This is an optimization exercise on Yosys and OpenROAD, whose aim is small area, a short achievable clock period and few clock cycles per item, not a production implementation. Where RTL was checked, it was by simulation tests only, not by an equivalence proof against the original.

==> flow/design.v (excerpt) <==
module aes_core (
    input  logic                            clk,
    input  logic                            rst,
    input  logic                            start,
    input  logic [aes_pkg::block_width-1:0] plaintext,
    input  logic [aes_pkg::block_width-1:0] key,
    output logic [aes_pkg::block_width-1:0] ciphertext,
    output logic                            valid
);
Size: about 390 I/O pins.
==> flow/config.mk <==
export PLATFORM = sky130hd
export DESIGN_NAME = aes_core
export DESIGN_NICKNAME = aes_core
export VERILOG_FILES = /design/flow/design.v
export SDC_FILE = /design/flow/constraint.sdc
export NUM_CORES = 8
export LEC_CHECK = 0
export ABC_AREA = 1
export CAP_MARGIN = 20
export CORE_MARGIN = 2
export CORE_UTILIZATION = 40
export SLEW_MARGIN = 20
==> flow/constraint.sdc <==
create_clock -name core_clock -period 7.0 [get_ports {clk}]
set_input_delay 1.4000 -clock core_clock [delete_from_list [all_inputs] [get_ports {clk}]]
set_output_delay 1.4000 -clock core_clock [all_outputs]
set_load 0.01 [all_outputs]
standard.sh (not shown) runs the stock make flow with config.mk's settings and CLKGATE_MAP_FILE= SYNTH_SCRIPT=/design/flow/synth_recipe.tcl, a recipe that flattens the netlist after the stock synthesis.
==> flow/flow/run.sh <==
#!/bin/bash
# Standard ORFS layout, with one change: synthesis maps the logic
# with an area-oriented ABC script (flow/abc_area.script), which
# suits this XOR-heavy design far better than the stock scripts.
# Registers, their names and the rest of the flow are unchanged.
set -euo pipefail
WORK=$(pwd)
rm -rf "$WORK/scripts_mod"
cp -r "$FLOW_HOME/scripts" "$WORK/scripts_mod"
cp "$WORK/flow/abc_area.script" "$WORK/scripts_mod/abc_area.script"
bash "$WORK/standard.sh" SCRIPTS_DIR="$WORK/scripts_mod" ABC_AREA=1 finish > "$WORK/make_finish.log" 2>&1
==> flow/flow/abc_area.script <==
strash
dc2
dch
amap
topo
stime -c
buffer -c
upsize -c
dnsize -c
Next try:
--- a/flow/config.mk
+++ b/flow/config.mk
@@ -11 +11,2 @@
-export CORE_UTILIZATION = 40
+export CORE_UTILIZATION = 55
+export SETUP_SLACK_MARGIN = 2.0
Outcome:
- The new run stopped in global routing (5_1_grt)
- area after synthesis does not change
- synthesized cell count stays the same
No run of this note included a check of the RTL's function; only the layout flow was run.

---

== run A ==
Another version of the RTL of aes_core (not shown whole).
Size: about 390 I/O pins, about 0.043 mm² of cells after synthesis.
==> flow/design.v (excerpt) <==
module aes_core (
    input  logic                            clk,
    input  logic                            rst,
    input  logic                            start,
    input  logic [aes_pkg::block_width-1:0] plaintext,
    input  logic [aes_pkg::block_width-1:0] key,
    output logic [aes_pkg::block_width-1:0] ciphertext,
    output logic                            valid
);
    logic                           load;
    logic                           step;
    logic                           last_round;
    logic [aes_pkg::byte_width-1:0] rcon;
    aes_pkg::aes_state_t            round_key;
    aes_pkg::aes_state_t            next_key;
    aes_ctrl i_aes_ctrl (
        .clk        (clk),
        .rst        (rst),
        .start      (start),
        .last_round (last_round),
        .load       (load),
        .step       (step),
        .valid      (valid)
    );
    aes_round_counter i_aes_round_counter (
        .clk        (clk),
        .rst        (rst),
        .load       (load),
        .step       (step),
        .last_round (last_round),
        .rcon       (rcon)
    );
    aes_key_schedule i_aes_key_schedule (
        .clk       (clk),
        .load      (load),
        .key       (key),
        .rcon      (rcon),
        .round_key (round_key),
        .next_key  (next_key)
    );
    aes_round i_aes_round (
        .clk        (clk),
        .rst        (rst),
        .load       (load),
        .step       (step),
        .last_round (last_round),
        .plaintext  (plaintext),
        .round_key  (round_key),
        .next_key   (next_key),
        .state      (ciphertext)
    );
endmodule
export LEC_CHECK = 0
export ABC_AREA = 1
export CAP_MARGIN = 20
export CORE_MARGIN = 2
export CORE_UTILIZATION = 60
export SETUP_SLACK_MARGIN = 1.5
export SLEW_MARGIN = 20
create_clock -name core_clock -period 7.0 [get_ports {clk}]
==> flow/flow/run.sh <==
#!/bin/bash
# Standard ORFS layout with these changes:
#  - synthesis maps the logic with its own ABC script
#    (flow/abc_area.script), (delay-oriented mapping with area recovery), which suits this
#    XOR-heavy design far better than the stock scripts;
#  - synthesis skips the half/full-adder extraction, which would
#    freeze XOR/AND pairs of the S-boxes into slow adder cells;
#  - every port still gets its own buffer, but the smallest one.
# The registers and their names are those of the standard synthesis.
set -euo pipefail
WORK=$(pwd)
rm -rf "$WORK/scripts_mod"
cp -r "$FLOW_HOME/scripts" "$WORK/scripts_mod"
cp "$WORK/flow/abc_area.script" "$WORK/scripts_mod/abc_area.script"
bash "$WORK/standard.sh" SCRIPTS_DIR="$WORK/scripts_mod" ABC_AREA=1 ADDER_MAP_FILE= \
    BUFFER_PORTS_ARGS="-buffer_cell sky130_fd_sc_hd__buf_1" \
    finish > "$WORK/make_finish.log" 2>&1
==> flow/flow/abc_area.script <==
strash
dc2
&get -n
&dch
&nf -p -R 10
&put
topo
stime -c
buffer -c
upsize -c
dnsize -c
Looking at the reports, run A completed the entire flow and the layout it produced met the timing, DRC and antenna checks.
Testbench counts of run A, summed over its fixed seeds: cycles 10,560, blocks 960.
For run B, these inputs were changed with respect to run A:
Settings: CORE_UTILIZATION changed from 60 to 45.
diff --git a/flow/flow/run.sh b/flow/flow/run.sh
--- a/flow/flow/run.sh
+++ b/flow/flow/run.sh
@@ -2,10 +2,13 @@
 # Standard ORFS layout with these changes:
 #  - synthesis maps the logic with its own ABC script
-#    (flow/abc_area.script), (delay-oriented mapping with area recovery), which suits this
-#    XOR-heavy design far better than the stock scripts;
+#    (flow/abc_area.script: delay-oriented mapping with some area
+#    recovery), which suits this XOR-heavy design far better than
+#    the stock scripts;
 #  - synthesis skips the half/full-adder extraction, which would
 #    freeze XOR/AND pairs of the S-boxes into slow adder cells;
 #  - every port still gets its own buffer, but the smallest one.
 # The registers and their names are those of the standard synthesis.
+# make's output goes to make_finish.log; each ORFS step writes its
+# own full log under orfs/logs/.
 set -euo pipefail
 WORK=$(pwd)
==> flow/flow/abc_area.script <==
strash
dc2
&get -n
&dch
&nf -p -R 50
&put
topo
stime -c
buffer -c
upsize -c
dnsize -c
Run A → run B: utilization dropped 19 points; fraction of final layout cells with drive strength greater than 1 dropped 3.0 points; non-filler instance count after layout climbed about 5%; critical path depth climbed 2.
## Diff of input files: run C against run B
Settings: changing SETUP_SLACK_MARGIN from 1.5 to 1.25.
==> flow/flow/abc_area.script <==
strash
dc2
&get -n
&dch
&nf -p -R 50 -F 8 -A 4
&put
topo
stime -c
buffer -c
upsize -c
dnsize -c
Findings:
Wire length of the first global-routing pass: higher on run B. Sort run C and run B by final-layout clock buffer total desc -> top: run B. The higher sequential cell area share of run C and run B is in run C.

---

raven:
Another version of the RTL of aes_core (not shown whole).
For scale: about 4600 cells after synthesis, about 390 flip-flops, roughly 390 I/O pins.
## aes_core
module aes_core (
    input  logic                            clk,
    input  logic                            rst,
    input  logic                            start,
    input  logic [aes_pkg::block_width-1:0] plaintext,
    input  logic [aes_pkg::block_width-1:0] key,
    output logic [aes_pkg::block_width-1:0] ciphertext,
    output logic                            valid
);
export LEC_CHECK = 0
export ABC_AREA = 1
export CAP_MARGIN = 20
export CORE_MARGIN = 2
export CORE_UTILIZATION = 45
export SETUP_SLACK_MARGIN = 1.4
export SLEW_MARGIN = 20
create_clock -name core_clock -period 7.0 [get_ports {clk}]
==> flow/flow/run.sh <==
#!/bin/bash
# Standard ORFS layout with these changes:
#  - synthesis maps the logic with its own ABC script
#    (flow/abc_area.script: delay-oriented mapping with some area
#    recovery), which suits this XOR-heavy design far better than
#    the stock scripts;
#  - synthesis skips the half/full-adder extraction, which would
#    freeze XOR/AND pairs of the S-boxes into slow adder cells;
#  - every port still gets its own buffer, but the smallest one.
# The registers and their names are those of the standard synthesis.
# make's output goes to make_finish.log; each ORFS step writes its
# own full log under orfs/logs/.
set -euo pipefail
WORK=$(pwd)
rm -rf "$WORK/scripts_mod"
cp -r "$FLOW_HOME/scripts" "$WORK/scripts_mod"
cp "$WORK/flow/abc_area.script" "$WORK/scripts_mod/abc_area.script"
bash "$WORK/standard.sh" SCRIPTS_DIR="$WORK/scripts_mod" ABC_AREA=1 ADDER_MAP_FILE= \
    BUFFER_PORTS_ARGS="-buffer_cell sky130_fd_sc_hd__buf_1" \
    finish > "$WORK/make_finish.log" 2>&1
==> flow/flow/abc_area.script <==
strash
dc2
&get -n
&dch -f
&nf -p -R 50
&put
topo
stime -c
buffer -c
upsize -c
dnsize -c
raven reached the final stage; the timing, DRC and antenna checks on its layout passed.
Testbench counts of raven, summed over its fixed seeds: cycles 9,600, blocks 960.
What tundra does differently from raven at the input level:
==> flow/flow/abc_area.script <==
strash
dc2
&get -n
&dch
&nf -p -R 50
&put
topo
stime -c
buffer -c
upsize -c
dnsize -c
Findings:
When tundra is set beside raven, its number of nets in the layout turns out to be 1.6% smaller. In tundra relative to raven, synthesized cell count had gone down slightly. Diff raven -> tundra: data required time of the worst path has remained practically unchanged. From raven to tundra the numbers moved as follows: wire length now sits lower; global-route usage held steady. In the metrics for tundra and raven, the one carrying the lower post-layout worst setup margin is raven. Looking only at number of DRC markers after the initial detailed-route iteration, and setting everything else aside, the higher value of tundra and raven goes to raven. Share of final layout cell area taken by non-clock buffers was higher in the run labelled raven.
> inputs changed (tundra -> juniper)
==> flow/flow/abc_area.script <==
strash
dc2
&get -n
&dch
&nf -p -R 50 -k
&put
topo
stime -c
buffer -c
upsize -c
dnsize -c
[summary]
- Each of the runs, namely tundra and juniper, reached the end of the flow and came out clean.
- On number of pins with negative max-slew slack in the final report, tundra and juniper are neck and neck.
- The largest stage delay on the critical path of juniper and that of tundra are within noise of each other.
- juniper -> tundra: number of remaining DRC errors delta 0, exact match
- Between tundra and juniper, the difference in met1 routing resource usage after global routing is negligible.
- Compared with tundra, in juniper maximum number of pins on one net before global-route repair now sits at about the same level, fmax about even.
What maple does differently from juniper at the input level:
Settings: CORE_UTILIZATION now 40, was 45.
==> flow/flow/abc_area.script <==
strash
dc2
&get -n
&dch
&nf -p -R 50
&put
topo
stime -c
buffer -c
upsize -c
dnsize -c
==> summary.txt <==
- [compare] base=juniper new=maple: global-route usage went down 3.1 points; setup slack went down 0.028 ns; achievable frequency went down about 0.5%; total met3 wirelength after detailed routing went up about 3%.
- The register share of the cell area of maple and that of juniper are within noise of each other.
- Relative to juniper, the first-pass GRT wire length measured on maple has increased slightly.
- [maple vs juniper] initial antenna violation count: lower in maple
- Delta (maple minus juniper): layout overhead on the synthesized area moved up; count of clock-buffer cells in the layout moved up.
Changes in xenon relative to maple:
Settings: a change of CORE_UTILIZATION from 40 to 50.
Findings:
Status: via count parity (maple, xenon). Worst hold slack, xenon and maple: smaller value in xenon. xenon vs. maple: buffer count excluding the clock tree in the final layout saw an increase, post-layout utilization of the core saw an increase, number of instances resized during post-cts repair saw a decrease. Number of max-cap violations came out exactly the same in xenon and maple. xenon ended with more setup slack than maple.

---

aes_core, a different RTL version from the one above (not shown whole).
For scale: roughly 12000 cells after synthesis, about 400 flip-flops, ~390 I/O pins.
clock: 7.0 ns
lec_check: 0
abc_area: 1
cap_margin: 20
core_margin: 2
core_utilization: 40
slew_margin: 20
run.sh (not shown) runs the stock make flow with config.mk's settings and CLKGATE_MAP_FILE= SYNTH_SCRIPT=/design/flow/synth_recipe.tcl, a recipe that flattens the netlist after the stock synthesis.
Stock flow here: none of the scripts above is used.
The first run finished with timing, DRC and antenna clean.
Next try:
--- a/flow/config.mk
+++ b/flow/config.mk
@@ -6,5 +6,4 @@
 export NUM_CORES = 8
 export LEC_CHECK = 0
-export ABC_AREA = 1
 export CAP_MARGIN = 20
 export CORE_MARGIN = 2
Effect: Utilization went up by 2.8 points; routed wire length went down slightly; final area went up by roughly a tenth; via count went down by roughly a tenth; clock-buffer cell count stays the same; die area went up by a few percent; area after synthesis went up by a few percent.
No run of this note included a check of the RTL's function; only the layout flow was run.

---

== JK ==
aes_core with an RTL version that a note above also has.
Size in the first run: about 4600 cells after synthesis, about 390 flip-flops, roughly 40000 um2 of cells after synthesis.
clock: 7.0 ns
lec_check: 0
abc_area: 1
cap_margin: 20
core_margin: 2
core_utilization: 45
setup_slack_margin: 1.5
slew_margin: 20
standard.sh (not shown) runs the stock make flow with config.mk's settings and CLKGATE_MAP_FILE= SYNTH_SCRIPT=/design/flow/synth_recipe.tcl, a recipe that flattens the netlist after the stock synthesis.
==> flow/flow/abc_area.script <==
strash
dc2
&get -n
&dch
&nf -p -R 50
&put
topo
stime -c
buffer -c
upsize -c
dnsize -c
Scripts as last shown in full above: flow/flow/run.sh
Testbench counts of JK, summed over its fixed seeds: cycles 9,600, blocks 960.
Input changes introduced in MS (baseline for comparison: JK):
- SETUP_SLACK_MARGIN changed from 1.5 to 1.25
==> comparison <==
Measured against each other, MS and JK differ in final standard cell count with taps included and fillers excluded, the higher figure coming from JK. | global-route usage | JK vs MS | ≈ equal |. When MS is measured against JK, its relative area of non-clock buffer cells in the final design turns out 0.94 points lower. Diff JK..MS | total negative slack | unchanged. Re die area: no difference whatsoever between JK and MS. Cell area | MS vs JK | MS smaller.
[inputs] AL vs MS
- swapping 1.25 for 1.6 in SETUP_SLACK_MARGIN
Every stage of the flow completed for AL, and the final layout passed the timing, DRC and antenna checks.
Looking at global-route wire length before repair, AL sits 0.77% higher than MS does.
AL: number of cells on the critical path 10% above MS
Where setup slack is concerned, MS is outperformed by AL.
Post-layout minimum cycle time came out lower on AL than on MS.
In the reports for MS and AL, the smaller final cell count belongs to MS.
Looking at timing endpoint of the critical path, the i_aes_key_schedule.round_key[18] result is from AL; the i_aes_key_schedule.round_key[5] one comes from MS.
Relative to MS, multi-input combinational area share has gone down in AL.
What TR does differently from AL at the input level:
- SETUP_SLACK_MARGIN changed from 1.6 to 1.4
==> flow/flow/abc_area.script <==
strash
dc2
&get -n
&dch
&nf -p -R 20
&put
topo
stime -c
buffer -c
upsize -c
dnsize -c
Findings:
- In the tables for TR and AL, met1 routing resource usage after global routing reads lower with TR.
- When TR is measured against AL, its area of the die turns out 1.3% higher.
- Comparing TR against AL, there is no change at all in count of input and output buffers.
- Compared with AL, TR shows a higher number of antenna violations at the first check in global routing.
- AL → TR: clock latency at the later pin of the worst-skew pair shrank by 0.04 ns, cell count shrank by about 2.3%, fmax shrank by 5.0%, all-layer global routing usage shrank by 0.74 points, sequential area share after synthesis shrank by 0.28 points.

---

job 101:
RTL: one of the versions met above, not the one the previous note started from.
Size: about 4,800 cells after synthesis, roughly 400 flip-flops, about 390 I/O pins.
export LEC_CHECK = 0
export ABC_AREA = 1
export CAP_MARGIN = 20
export CORE_MARGIN = 2
export CORE_UTILIZATION = 45
export CTS_CLUSTER_SIZE = 30
export SETUP_SLACK_MARGIN = 1.25
export SLEW_MARGIN = 20
create_clock -name core_clock -period 7.0 [get_ports {clk}]
==> flow/flow/abc_area.script <==
strash
dc2
&get -n
&dch
&nf -p -R 50
&put
topo
stime -c
buffer -c
upsize -c
dnsize -c
Scripts as last shown in full above: flow/flow/run.sh
Testbench counts of job 101, summed over its fixed seeds: cycles 10,560, blocks 960.
Setup changes, job 101 to job 102
- SETUP_SLACK_MARGIN: 1.25 -> 0.2
- CTS_CLUSTER_SIZE: 30 -> unset
==> flow/flow/run.sh <==
#!/bin/bash
# Standard ORFS layout with these changes:
#  - synthesis maps the logic with an area-oriented ABC script
#    (flow/abc_area.script), which suits this XOR-heavy design far
#    better than the stock scripts;
#  - synthesis skips the half/full-adder extraction, which would
#    freeze XOR/AND pairs of the S-boxes into slow adder cells;
#  - every port still gets its own buffer, but the smallest one.
# The registers and their names are those of the standard synthesis.
set -euo pipefail
WORK=$(pwd)
rm -rf "$WORK/scripts_mod"
cp -r "$FLOW_HOME/scripts" "$WORK/scripts_mod"
cp "$WORK/flow/abc_area.script" "$WORK/scripts_mod/abc_area.script"
bash "$WORK/standard.sh" SCRIPTS_DIR="$WORK/scripts_mod" ABC_AREA=1 ADDER_MAP_FILE= \
    BUFFER_PORTS_ARGS="-buffer_cell sky130_fd_sc_hd__buf_1" \
    finish > "$WORK/make_finish.log" 2>&1
==> flow/flow/abc_area.script <==
strash
dc2
dch
amap
topo
stime -c
buffer -c
upsize -c
dnsize -c
==> comparison <==
Going from job 101 to job 102, required time of the critical path grew by 0.03 ns, routed wire length saw an increase, sequential share of the synthesized area shows an increase of 0.36 points, critical path depth rose about 75%.
Looking at area growth from synthesis to final layout across job 102 and job 101, the one that comes out higher is job 102.
[job 102] number of iterations in the first detailed-routing pass rose 1 relative to job 101
Compared job 102 vs job 101, and met3 usage is up in job 102.
[inputs] job 103 vs job 102
- SETUP_SLACK_MARGIN changed from 0.2 to 1.25
==> flow/flow/run.sh <==
#!/bin/bash
# Standard ORFS layout with these changes:
#  - synthesis maps the logic with its own ABC script
#    (flow/abc_area.script: delay-oriented mapping with some area
#    recovery), which suits this XOR-heavy design far better than
#    the stock scripts;
#  - synthesis skips the half/full-adder extraction, which would
#    freeze XOR/AND pairs of the S-boxes into slow adder cells;
#  - every port still gets its own buffer, but the smallest one.
# The registers and their names are those of the standard synthesis.
# make's output goes to make_finish.log; each ORFS step writes its
# own full log under orfs/logs/.
set -euo pipefail
WORK=$(pwd)
rm -rf "$WORK/scripts_mod"
cp -r "$FLOW_HOME/scripts" "$WORK/scripts_mod"
cp "$WORK/flow/abc_area.script" "$WORK/scripts_mod/abc_area.script"
bash "$WORK/standard.sh" SCRIPTS_DIR="$WORK/scripts_mod" ABC_AREA=1 ADDER_MAP_FILE= \
    BUFFER_PORTS_ARGS="-buffer_cell sky130_fd_sc_hd__buf_1" \
    finish > "$WORK/make_finish.log" 2>&1
==> flow/flow/abc_area.script <==
strash
dc2
&get -n
&dch
&nf -p -R 20
&put
topo
stime -c
buffer -c
upsize -c
dnsize -c
Results
Diff job 102 -> job 103: total die area picked up an extra 1300 um2; post-route clock period utilization went down by 13 points.
Of job 102 and job 103, the run reporting the lower data arrival time of the critical path was job 103.
Final-layout worst hold slack across job 102 and job 103: no real change.
[compare] base=job 102 new=job 103: share of synthesized area spent on multiplexers picked up an extra 2.0 points, area added between synthesis and finish saw little to no change, count of non-CTS inverters in the layout went down by 97%.
What job 104 does differently from job 103 at the input level:
==> flow/flow/abc_area.script <==
strash
dc2
&get -n
&dch
&nf -p -R 50
&put
topo
stime -c
buffer -c
upsize -c
dnsize -c
[summary]
Setup slack after layout in job 104 vs job 103: up 0.088 ns
Summary: with job 103 as the reference, post-cts sizing count in job 104 moved down by more than a quarter.
Time the worst path needs with I/O delays and setup | job 104 below job 103
Job 104: fraction of standard cell area that is sequential is 0.16 points higher than what job 103 reported.
Die outline height delta (job 103 -> job 104): insignificant
On final critical-path share of the clock period: between job 104 and job 103, it ends up higher for job 103.
| total area of sequential cells | job 104 vs job 103 | ≈ equal |
Changes in job 105 relative to job 104:
- changing SETUP_SLACK_MARGIN from 1.25 to 1.75
==> flow/flow/run.sh <==
#!/bin/bash
# Standard ORFS layout with these changes:
#  - synthesis maps the logic with its own ABC script
#    (flow/abc_area.script), (delay-oriented mapping with area recovery), which suits this
#    XOR-heavy design far better than the stock scripts;
#  - synthesis skips the half/full-adder extraction, which would
#    freeze XOR/AND pairs of the S-boxes into slow adder cells;
#  - every port still gets its own buffer, but the smallest one.
# The registers and their names are those of the standard synthesis.
set -euo pipefail
WORK=$(pwd)
rm -rf "$WORK/scripts_mod"
cp -r "$FLOW_HOME/scripts" "$WORK/scripts_mod"
cp "$WORK/flow/abc_area.script" "$WORK/scripts_mod/abc_area.script"
bash "$WORK/standard.sh" SCRIPTS_DIR="$WORK/scripts_mod" ABC_AREA=1 ADDER_MAP_FILE= \
    BUFFER_PORTS_ARGS="-buffer_cell sky130_fd_sc_hd__buf_1" \
    finish > "$WORK/make_finish.log" 2>&1
==> flow/flow/abc_area.script <==
strash
dc2
&get -n
&dch
&nf -p -R 10
&put
topo
stime -c
buffer -c
upsize -c
dnsize -c
- Worst reg2reg path depth down 3 in job 105 wrt job 104
- Job 105 against job 104: final clock period utilization by the worst path has decreased, number of antenna violations at the first check in global routing has increased, cell count along the critical path has decreased, distinct cell type count of the synthesized netlist has increased.
- | register-to-register slack | higher: job 105 |
- Core util | job 105 vs job 104 | job 105 higher
- The die area in job 104 is 0.950 times that in job 105.
- Relative to job 104, the simple-gate share of the synthesized area of job 105 is lower by 3.6 points.
- Summary: with job 104 as the reference, wire length in job 105 moved up by a little under 10%.

-- separate check: timing with driven ports --
Ports are ideal in the flow. The routed layouts listed here were re-timed in OpenROAD.
Step 1 sets driving cells, clkbuf_16 on the clock port and buf_2 on the other inputs (assumed; they add their load-dependent delay and slew).
Step 2 moves the port delays by t, midway between the first and last clock arrival at a register: inputs arrive t later, outputs are due t later. That takes back most of the time a late clock gives input paths.
Three values: ideal ports, drivers, drivers and shift; two values: the first two.
run | t, ns | slack for setup (ns) | pins driven straight from the clock port
the first run of note 1 | 0.712 | 0.375 / 0.375 / 0.375 | 1
run A | 0.676 | 1.570 / 1.570 / 1.570 | 1
run B | 0.685 | 1.653 / 1.653 / 1.653 | 1
run C | 0.701 | 1.448 / 1.448 / 1.448 | 1
raven | 0.696 | 1.498 / 1.498 / 0.901 | 1
tundra | 0.716 | 1.578 / 1.578 / 0.957 | 1
juniper | 0.716 | 1.578 / 1.578 / 0.957 | 1
maple | 0.701 | 1.551 / 1.551 / 0.930 | 1
xenon | 0.686 | 1.567 / 1.567 / 0.999 | 1
the first run of note 4 | 0.768 | 0.530 / 0.530 / 0.530 | 1
the second run of note 4 | 0.758 | 0.207 / 0.207 / 0.207 | 1
JK | 0.712 | 1.653 / 1.653 / 1.041 | 1
MS | 0.717 | 1.479 / 1.479 / 0.812 | 1
AL | 0.720 | 1.717 / 1.717 / 1.064 | 1
TR | 0.675 | 1.439 / 1.439 / 0.880 | 1
job 101 | 0.684 | 1.501 / 1.501 / 1.501 | 1
job 102 | 0.684 | 0.469 / 0.469 / 0.469 | 1
job 103 | 0.685 | 1.413 / 1.413 / 1.413 | 1
job 104 | 0.684 | 1.501 / 1.501 / 1.501 | 1
job 105 | 0.693 | 1.786 / 1.786 / 1.786 | 1
After both steps setup and hold are still met in every run listed. The setup slack of MS, which loses most, moves by 0.000 ns with the drivers and by -0.667 ns with both steps.
